Context: an optimization exercise on an open-source flow, tuned for small area, a short achievable clock period and few clock cycles per item. The choices shown serve that exercise and are no tape-out recipe.
The RTL was checked by simulation tests, not by an equivalence proof against the original design.
Power figures rest on the tool's default switching activity, not on a simulated workload.

Setup of run A:
// rx_data_handler
module rx_data_handler (
  input  logic                  clk_i,
  input  logic                  rst_i,
  input  logic                  phy_link_up_i,
  input  logic                  phy_fifo_empty_i,
  output logic                  phy_fifo_rd_en_o,
  input  logic                  data_valid_i,
  input  logic [31:0]           data_i,
  input  logic [3:0]            data_k_i,
  output logic [31:0]           m_axis_tdata_o,
  output logic [3:0]            m_axis_tkeep_o,
  output logic                  m_axis_tvalid_o,
  output logic                  m_axis_tlast_o,
  output logic [1:0]            m_axis_tuser_o,
  input  logic                  m_axis_tready_i
);
Settings: LEC_CHECK=0, ABC_AREA=1, CAP_MARGIN=20, CORE_MARGIN=2, CORE_UTILIZATION=40, CTS_BUF_LIST=sky130_fd_sc_hd__clkbuf_8, GPL_TIMING_DRIVEN=0, PLACE_DENSITY=0.6, SETUP_SLACK_MARGIN=4.3, SLEW_MARGIN=20, TNS_END_PERCENT=30; clock period 8.0 ns.
run.sh (not shown) runs the stock make flow with config.mk's settings and CLKGATE_MAP_FILE= SYNTH_SCRIPT=/design/flow/synth_recipe.tcl, a recipe that flattens the netlist after the stock synthesis.
Testbench counts of run A, summed over its fixed seeds: cycles 34,759, items 32,299.
> inputs changed (run A -> run B)
# run A
export LEC_CHECK = 0
export ABC_AREA = 1
export CAP_MARGIN = 20
export CORE_MARGIN = 2
export CORE_UTILIZATION = 40
export CTS_BUF_LIST = sky130_fd_sc_hd__clkbuf_8
export GPL_TIMING_DRIVEN = 0
export PLACE_DENSITY = 0.6
export SETUP_SLACK_MARGIN = 4.3
export SLEW_MARGIN = 20
export TNS_END_PERCENT = 30
create_clock -name core_clock -period 8.0 [get_ports {clk_i}]
# run B
export LEC_CHECK = 0
export ABC_AREA = 1
export CAP_MARGIN = 20
export CORE_MARGIN = 2
export CORE_UTILIZATION = 40
export CTS_BUF_LIST = sky130_fd_sc_hd__clkbuf_8
export GPL_TIMING_DRIVEN = 0
export PLACE_DENSITY = 0.5
export SETUP_SLACK_MARGIN = 4.3
export SLEW_MARGIN = 20
create_clock -name core_clock -period 8.0 [get_ports {clk_i}]
Results
Run B reached the end of the flow, and the finished layout is clean on the timing, design-rule and antenna checks.
Run B against run A: global-route wire length before repair went up by 4.6%; total power went up by about 6%.
Summary of run B over run A: internal reg-to-reg setup slack shrank by 0.07 ns, final cell count +about 1.6%.
Taking run B over run A, the post-cts repair resize count ratio works out to 1.3.
Run A → run B: clock power share now larger; final cell area excluding filler cells went up about 3.4%; routing usage on met3 higher; fraction of layout instances using a drive strength above 1 +4.1 points.
Compared with run A, run B shows a multi-input logic portion of the cell area that is 0.32 points higher.
Utilization of the core after routing in run B is 1.8 points higher than in run A

========
Starting RTL as in the previous note.
// rx_data_handler
module rx_data_handler (
  input  logic                  clk_i,
  input  logic                  rst_i,
  input  logic                  phy_link_up_i,
  input  logic                  phy_fifo_empty_i,
  output logic                  phy_fifo_rd_en_o,
  input  logic                  data_valid_i,
  input  logic [31:0]           data_i,
  input  logic [3:0]            data_k_i,
  output logic [31:0]           m_axis_tdata_o,
  output logic [3:0]            m_axis_tkeep_o,
  output logic                  m_axis_tvalid_o,
  output logic                  m_axis_tlast_o,
  output logic [1:0]            m_axis_tuser_o,
  input  logic                  m_axis_tready_i
);
Settings: LEC_CHECK=0, ABC_AREA=1, CAP_MARGIN=20, CORE_MARGIN=2, CORE_UTILIZATION=40, CTS_BUF_LIST=sky130_fd_sc_hd__clkbuf_8, GPL_TIMING_DRIVEN=0, PLACE_DENSITY=0.6, SETUP_SLACK_MARGIN=4.3, SLEW_MARGIN=20; clock period 8.0 ns.
standard.sh (not shown) runs the stock make flow with config.mk's settings and CLKGATE_MAP_FILE= SYNTH_SCRIPT=/design/flow/synth_recipe.tcl, a recipe that flattens the netlist after the stock synthesis.
==> flow/flow/run.sh <==
#!/bin/bash
# The standard layout, with the smallest buffer on each port instead of the
# delay buffer buffer_ports picks by default. Every port still gets a buffer.
set -euo pipefail
export BUFFER_PORTS_ARGS="-buffer_cell sky130_fd_sc_hd__buf_1"
bash standard.sh > standard_flow.log 2>&1
The first run produced a clean layout.
Testbench counts at the start, summed over its fixed seeds: cycles 34,759, items 32,299.
Rerun with:
==> flow/run.sh (new file) <==
#!/bin/bash
# synth_recipe.tcl (not shown) runs the flow's synth.tcl, then flattens the netlist and writes it again
# the make line also repeats each setting of config.mk as NAME=value (left out here)
make -C /OpenROAD-flow-scripts/flow DESIGN_CONFIG=/design/flow/config.mk WORK_HOME=/design/flow/orfs CLKGATE_MAP_FILE= SYNTH_SCRIPT=/design/flow/synth_recipe.tcl finish
removed: flow/flow/run.sh
removed: flow/standard.sh
Result: Hold slack improved by 16 ps; power is lower by about 1.6%; synthesized cell count stays the same; cell area is higher by about 2%; non-clock buffer count is lower by 14; routed wire length is lower by 2.3%; via count is lower by about 1.5%; clock-buffer cell count is unchanged; area after synthesis stays the same; final cell count is lower by 0.78%; combinational power is lower by about 1%.
Rerun with:
- SETUP_SLACK_MARGIN: 4.3 -> 4.5
- TNS_END_PERCENT: not set -> 30
Synthesized area is unchanged; global-route usage rose by 0.79 points; total power rose by a little under a tenth; core utilization rose by 2.7 points; via count rose by a few percent; combinational power rose by roughly a tenth; setup slack gets worse by 61 ps; wire length rose by a few percent.

========
rx_data_handler, a different RTL version from the one above (not shown whole).
Size: roughly 200 flip-flops, about 83 I/O pins, ~10000 um2 of cells after synthesis.
## rx_data_handler
module rx_data_handler (
  input  logic                  clk_i,
  input  logic                  rst_i,
  input  logic                  phy_link_up_i,
  input  logic                  phy_fifo_empty_i,
  output logic                  phy_fifo_rd_en_o,
  input  logic                  data_valid_i,
  input  logic [31:0]           data_i,
  input  logic [3:0]            data_k_i,
  output logic [31:0]           m_axis_tdata_o,
  output logic [3:0]            m_axis_tkeep_o,
  output logic                  m_axis_tvalid_o,
  output logic                  m_axis_tlast_o,
  output logic [1:0]            m_axis_tuser_o,
  input  logic                  m_axis_tready_i
);
clock: 8.0 ns
lec_check: 0
abc_area: 1
cap_margin: 20
core_margin: 2
core_utilization: 40
cts_buf_list: sky130_fd_sc_hd__clkbuf_8
place_density: 0.75
setup_slack_margin: 4.3
slew_margin: 20
run.sh (not shown) runs the stock make flow with config.mk's settings and CLKGATE_MAP_FILE= SYNTH_SCRIPT=/design/flow/synth_recipe.tcl, a recipe that flattens the netlist after the stock synthesis.
Stock flow here: none of the scripts above is used.
The starting point finished with timing, DRC and antenna clean.
Testbench counts at the start, summed over its fixed seeds: cycles 34,759, items 32,299.
Edit:
--- a/flow/config.mk
+++ b/flow/config.mk
@@ -12,4 +12,4 @@
 export CTS_BUF_LIST = sky130_fd_sc_hd__clkbuf_8
-export PLACE_DENSITY = 0.75
-export SETUP_SLACK_MARGIN = 4.3
+export PLACE_DENSITY = 0.6
+export SETUP_SLACK_MARGIN = 4.35
 export SLEW_MARGIN = 20
Outcome:
- The changed run went through all stages and came out clean
- cell area stays flat
- final cell count barely changes
- setup slack gets better by 25 ps
- first-iteration DRC count decreases by roughly a tenth
- total power decreases slightly
- register-to-register slack gets better by 40 ps
- clock power decreases by roughly a tenth
- global-route usage increases by 0.78 points
- die area stays the same
- critical path depth decreases by 1
- routed wire length increases by a few percent
Edit:
--- a/flow/config.mk
+++ b/flow/config.mk
@@ -13,3 +13,3 @@
 export PLACE_DENSITY = 0.6
-export SETUP_SLACK_MARGIN = 4.35
+export SETUP_SLACK_MARGIN = 4.3
 export SLEW_MARGIN = 20
Combinational power stays flat.
Final area stays the same.
Clock skew barely changes.
Edit:
==> flow/flow/run.sh (new file) <==
#!/bin/bash
# The standard layout, with the smallest buffer on each port instead of the
# delay buffer buffer_ports picks by default. Every port still gets a buffer.
set -euo pipefail
export BUFFER_PORTS_ARGS="-buffer_cell sky130_fd_sc_hd__buf_1"
bash standard.sh > standard_flow.log 2>&1
==> flow/standard.sh (new file) <==
#!/bin/bash
# synth_recipe.tcl (not shown) runs the flow's synth.tcl, then flattens the netlist and writes it again
# the make line also repeats each setting of config.mk as NAME=value (left out here)
make -C /OpenROAD-flow-scripts/flow DESIGN_CONFIG=/design/flow/config.mk WORK_HOME=/design/flow/orfs CLKGATE_MAP_FILE= SYNTH_SCRIPT=/design/flow/synth_recipe.tcl "${@:-finish}"
removed: flow/run.sh
Effect: Global-route usage stays flat; wire length came out higher slightly; cell area came out lower slightly.
Edit:
==> flow/run.sh (new file) <==
#!/bin/bash
# synth_recipe.tcl (not shown) runs the flow's synth.tcl, then flattens the netlist and writes it again
# the make line also repeats each setting of config.mk as NAME=value (left out here)
make -C /OpenROAD-flow-scripts/flow DESIGN_CONFIG=/design/flow/config.mk WORK_HOME=/design/flow/orfs CLKGATE_MAP_FILE= SYNTH_SCRIPT=/design/flow/synth_recipe.tcl finish
--- a/flow/config.mk
+++ b/flow/config.mk
@@ -10,5 +10,6 @@
 export CORE_MARGIN = 2
-export CORE_UTILIZATION = 40
+export CORE_UTILIZATION = 50
 export CTS_BUF_LIST = sky130_fd_sc_hd__clkbuf_8
-export PLACE_DENSITY = 0.6
+export GPL_TIMING_DRIVEN = 0
+export PLACE_DENSITY = 0.7
 export SETUP_SLACK_MARGIN = 4.3
removed: flow/flow/run.sh
removed: flow/standard.sh
After rerunning: Core utilization went up by 14 points; design area went up by 1.4%; power went down by 3.3%; setup slack gets better by 13 ps; register-to-register slack is about the same.

========
The RTL this note starts from:
==> flow/design.v <==
`default_nettype none
package rx_phy_pkg;
  localparam logic [7:0] sym_stp = 8'hFB;
  localparam logic [7:0] sym_sdp = 8'h5C;
  localparam logic [7:0] sym_end = 8'hFD;
  localparam logic [7:0] sym_edb = 8'hFE;
endpackage
`default_nettype wire
`timescale 1ns/1ns
`default_nettype none
module rx_symbol_decode (
  input  logic [31:0] data_i,
  input  logic [3:0]  data_k_i,
  output logic [35:0] word_o
);
  always_comb begin
    for (int i = 0; i < 4; i++) begin
      logic [7:0] v;
      logic       s, t, g, f;
      v = data_i[8*i +: 8];
      t = (v == rx_phy_pkg::sym_stp);
      s = t || (v == rx_phy_pkg::sym_sdp);
      g = (v == rx_phy_pkg::sym_end);
      f = s || g || (v == rx_phy_pkg::sym_edb);
      word_o[9*i +: 9] = data_k_i[i] ? {1'b1, v[7:4], t, g, f, s} : {1'b0, v};
    end
  end
endmodule
`default_nettype wire
`timescale 1ns/1ns
`default_nettype none
module rx_data_handler (
  input  logic                  clk_i,
  input  logic                  rst_i,
  input  logic                  phy_link_up_i,
  input  logic                  phy_fifo_empty_i,
  output logic                  phy_fifo_rd_en_o,
  input  logic                  data_valid_i,
  input  logic [31:0]           data_i,
  input  logic [3:0]            data_k_i,
  output logic [31:0]           m_axis_tdata_o,
  output logic [3:0]            m_axis_tkeep_o,
  output logic                  m_axis_tvalid_o,
  output logic                  m_axis_tlast_o,
  output logic [1:0]            m_axis_tuser_o,
  input  logic                  m_axis_tready_i
);
  logic [35:0] word_in;
  rx_symbol_decode i_decode (
    .data_i   (data_i),
    .data_k_i (data_k_i),
    .word_o   (word_in)
  );
  logic [35:0] w0_q, w1_q, w2_q;
  logic [1:0]  wc_q;
  logic        w0v_q;
  logic        rd_ok_q;
  logic        rd_q;
  logic [3:0]  m_q;
  logic        drop_q;
  logic        open_q;
  logic        tlp_q;
  logic [4:0]  hc_q;
  logic [3:0][7:0] acc_q;
  logic [31:0] od_q;
  logic [3:1]  ok_q;
  logic        ol_q;
  logic [1:0]  ou_q;
  logic        ov_q;
  logic            open_n, tlp_n;
  logic [4:0]      hc_n;
  logic [3:0][3:0] tgt;
  logic [3:0]      w_e, w_n;
  logic            emit;
  logic            cut;
  logic [3:0]      rem_m;
  logic [3:1]      e_keep;
  logic            e_last, e_nul, e_tlp;
  logic            quirk;
  logic [3:0]      d, f, s, g, t;
  logic [4:0]      ob, tb;
  logic [4:0][4:0] hb;
  logic [3:0]      ea, eb, em, pay, segn, prior, clash, cutb, go, first;
  logic [4:0]      stopb;
  logic [3:0][3:0] ln;
  logic [3:0]      we_all;
  always_comb begin
    for (int i = 0; i < 4; i++) begin
      d[i] = m_q[i] && !w0_q[9*i+8];
      f[i] = m_q[i] &&  w0_q[9*i+8] && w0_q[9*i+1];
      s[i] = m_q[i] &&  w0_q[9*i+8] && w0_q[9*i];
      g[i] = w0_q[9*i+2];
      t[i] = w0_q[9*i+3];
    end
    ob[0] = open_q;
    hb[0] = hc_q;
    tb[0] = tlp_q;
    for (int i = 0; i < 4; i++) begin
      pay[i]   = d[i] && ob[i];
      ea[i]    = pay[i] && hb[i][4];
      eb[i]    = f[i] && ob[i] && !hb[i][0];
      ln[i]    = ea[i] ? 4'b0001 : hb[i][3:0];
      ob[i+1]  = f[i] ? s[i] : ob[i];
      tb[i+1]  = s[i] ? t[i] : tb[i];
      hb[i+1]  = f[i] ? 5'b00001 : pay[i] ? {ln[i], 1'b0} : hb[i];
    end
    em = ea | eb;
    prior[0] = 1'b0;
    for (int i = 1; i < 4; i++) prior[i] = prior[i-1] || em[i-1];
    segn  = prior | ea;
    first = em & ~prior;
    we_all = '0;
    for (int i = 0; i < 4; i++) begin
      if (pay[i] && !segn[i]) we_all = we_all | ln[i];
    end
    for (int i = 0; i < 4; i++) begin
      clash[i] = pay[i] && segn[i] && ((ln[i] & we_all) != 4'b0000);
      cutb[i]  = (em[i] && prior[i] && !drop_q) || clash[i];
    end
    stopb[0] = 1'b0;
    for (int i = 0; i < 4; i++) stopb[i+1] = stopb[i] || cutb[i];
    go    = ~stopb[4:1];
    cut   = stopb[4];
    rem_m = m_q & stopb[4:1];
    open_n = ob[4];
    hc_n   = hb[4];
    tlp_n  = tb[4];
    for (int i = 3; i >= 0; i--) begin
      if (cutb[i] && !stopb[i]) begin
        open_n = ob[i];
        hc_n   = hb[i];
        tlp_n  = tb[i];
      end
    end
    emit   = (em & go) != 4'b0000;
    e_keep = 3'b111;
    e_last = 1'b0;
    e_nul  = 1'b0;
    e_tlp  = tlp_q;
    for (int i = 0; i < 4; i++) begin
      if (first[i]) begin
        e_tlp = tb[i];
        if (eb[i]) begin
          e_keep = {hb[i][4], hb[i][4] | hb[i][3], hb[i][4] | hb[i][3] | hb[i][2]};
          e_last = 1'b1;
          e_nul  = !g[i];
        end
      end
    end
    tgt = '0;
    w_e = '0;
    w_n = '0;
    for (int i = 0; i < 4; i++) begin
      if (pay[i] && go[i]) begin
        tgt[i] = ln[i];
        if (segn[i]) w_n = w_n | ln[i];
        else         w_e = w_e | ln[i];
      end
    end
  end
  assign quirk = (m_q == 4'b1111) && open_q && hc_q[4] &&
                 !w0_q[8] && w0_q[17] && w0_q[9] && !w0_q[26] && w0_q[35] && w0_q[28];
  logic [3:0][7:0] sel, e_b;
  always_comb begin
    for (int j = 0; j < 4; j++) begin
      sel[j] = '0;
      for (int i = 0; i < 4; i++) begin
        sel[j] = sel[j] | ({8{tgt[i][j]}} & w0_q[9*i +: 8]);
      end
      e_b[j] = w_e[j] ? sel[j] : acc_q[j];
    end
  end
  logic fire, cons;
  logic [1:0] wc_rem;
  logic [2:0] wc_n;
  assign fire   = w0v_q && (!ov_q || m_axis_tready_i);
  assign cons   = fire && !cut;
  assign wc_rem = wc_q - {1'b0, cons};
  assign wc_n   = {1'b0, wc_rem} + {2'b00, data_valid_i};
  assign phy_fifo_rd_en_o = !rst_i && phy_link_up_i && !phy_fifo_empty_i && rd_ok_q;
  always_ff @(posedge clk_i) begin
    if (rst_i) begin
      wc_q    <= 2'd0;
      w0v_q   <= 1'b0;
      rd_q    <= 1'b0;
      rd_ok_q <= 1'b0;
      m_q     <= 4'b1111;
      drop_q  <= 1'b0;
      open_q  <= 1'b0;
      hc_q    <= 5'b00001;
      ov_q    <= 1'b0;
    end else begin
      rd_q    <= phy_fifo_rd_en_o;
      wc_q    <= wc_n[1:0];
      w0v_q   <= (wc_n != 3'd0);
      rd_ok_q <= (wc_n + {2'b00, phy_fifo_rd_en_o}) <= 3'd2;
      if (fire) begin
        open_q <= open_n;
        hc_q   <= hc_n;
        m_q    <= cut ? rem_m : 4'b1111;
        drop_q <= cut && quirk;
      end
      ov_q <= (fire && emit) || (ov_q && !m_axis_tready_i);
    end
  end
  always_ff @(posedge clk_i) begin
    if (cons || !w0v_q) begin
      w0_q <= (wc_rem == 2'd0) ? word_in : w1_q;
    end
    if (cons || wc_q == 2'd1) begin
      w1_q <= (wc_rem == 2'd1) ? word_in : w2_q;
    end
    if (data_valid_i) begin
      w2_q <= word_in;
    end
    if (fire) begin
      tlp_q <= tlp_n;
    end
    for (int j = 0; j < 4; j++) begin
      if (fire && (w_e[j] || w_n[j])) acc_q[j] <= sel[j];
    end
    if (fire && emit) begin
      od_q <= e_b;
      ok_q <= e_keep;
      ol_q <= e_last;
      ou_q <= {e_nul && e_last, e_tlp};
    end
  end
  assign m_axis_tvalid_o = ov_q;
  assign m_axis_tdata_o  = od_q;
  assign m_axis_tkeep_o  = {ok_q, 1'b1};
  assign m_axis_tlast_o  = ol_q;
  assign m_axis_tuser_o  = ou_q;
endmodule
`default_nettype wire
clock: 8.0 ns
lec_check: 0
abc_area: 1
cap_margin: 20
core_margin: 2
core_utilization: 40
place_density: 0.6
setup_slack_margin: 0
slew_margin: 20
Stock flow here: none of the scripts above is used.
Testbench counts at the start, summed over its fixed seeds: cycles 34,759, items 32,299.
==> next run, changes <==
- SETUP_SLACK_MARGIN: 0 -> 5.0
=>
- The changed run completed without violations
- worst hold slack gets worse by 0.048 ns
- die area stays the same
- total power came out higher by 48%
==> next run, changes <==
- ABC_AREA: 1 -> unset
- SETUP_SLACK_MARGIN: 5.0 -> 4.3
Outcome: The new run finished with timing, DRC and antenna clean; flip-flop and latch count stays the same; cell area fell by 7.3%; power goes down by 4.6%; hold slack gets better by 0.068 ns; synthesized area came out lower by 0.74%; non-clock buffer count falls by 44; worst setup slack loses 0.074 ns; maximum frequency goes down by 1.8%; die area came out lower by 0.72%.
==> next run, changes <==
- ABC_AREA: unset -> 1
The changed run went through all stages and came out clean.
Register-to-register slack gets better by 0.17 ns.
Sequential power falls by a few percent.
Design area falls slightly.
Setup slack gets better by 0.17 ns.
Die area rises slightly.
Worst hold slack gets worse by 0.027 ns.
Synthesized cell count rises by a quarter to a third.
Via count rises by a few percent.
Non-clock buffer count rises by 19.
Power falls by a little under a tenth.

afterwards: timing with drivers on the ports:
The results above use ideal ports. As a check the final layouts listed here were re-extracted and re-timed, cells and wires unchanged.
Step 1 sets driving cells, clkbuf_16 on the clock port and buf_2 on the other inputs (assumed; they add their load-dependent delay and slew).
Step 2 moves the port delays by t, midway between the first and last clock arrival at a register: inputs arrive t later, outputs are due t later. That takes back most of the time a late clock gives input paths.
a / b / c = ideal / step 1 / step 2; a / b = the first two.
run	t, ns	setup WS [ns]	worst register clock-pin slew, ns	worst data-port slew with drivers (ns)
run A	0.565	4.297 / 4.272 / 4.059	0.06 / 0.06	0.04
run B	0.566	4.307 / 4.307 / 4.113	0.06 / 0.06	0.05
the first run of note 2	0.565	4.348 / 4.330 / 4.209	0.06 / 0.06	0.05
the second run of note 2	0.564	4.362 / 4.332 / 4.149	0.06 / 0.06	0.04
the third run of note 2	0.560	4.302 / 4.261 / 4.027	0.06 / 0.06	0.04
the first run of note 3	0.575	4.337 / 4.310 / 4.016	0.06 / 0.06	0.04
the second run of note 3	0.575	4.362 / 4.317 / 3.998	0.06 / 0.06	0.06
the third run of note 3	0.575	4.340 / 4.315 / 4.001	0.06 / 0.06	0.04
the fourth run of note 3	0.589	4.299 / 4.299 / 4.021	0.07 / 0.07	0.05
the fifth run of note 3	0.548	4.313 / 4.308 / 4.055	0.07 / 0.07	0.04
the first run of note 4	0.480	2.684 / 2.684 / 2.684	0.08 / 0.08	0.03
the second run of note 4	0.484	4.024 / 4.024 / 3.797	0.08 / 0.08	0.06
the third run of note 4	0.490	3.950 / 3.950 / 3.524	0.09 / 0.09	0.06
the fourth run of note 4	0.474	4.118 / 4.118 / 3.893	0.08 / 0.08	0.04
After both steps every run listed still meets setup and hold. The setup slack of the third run of note 4, which loses most, moves by 0.000 ns with the drivers and by -0.426 ns with both steps.
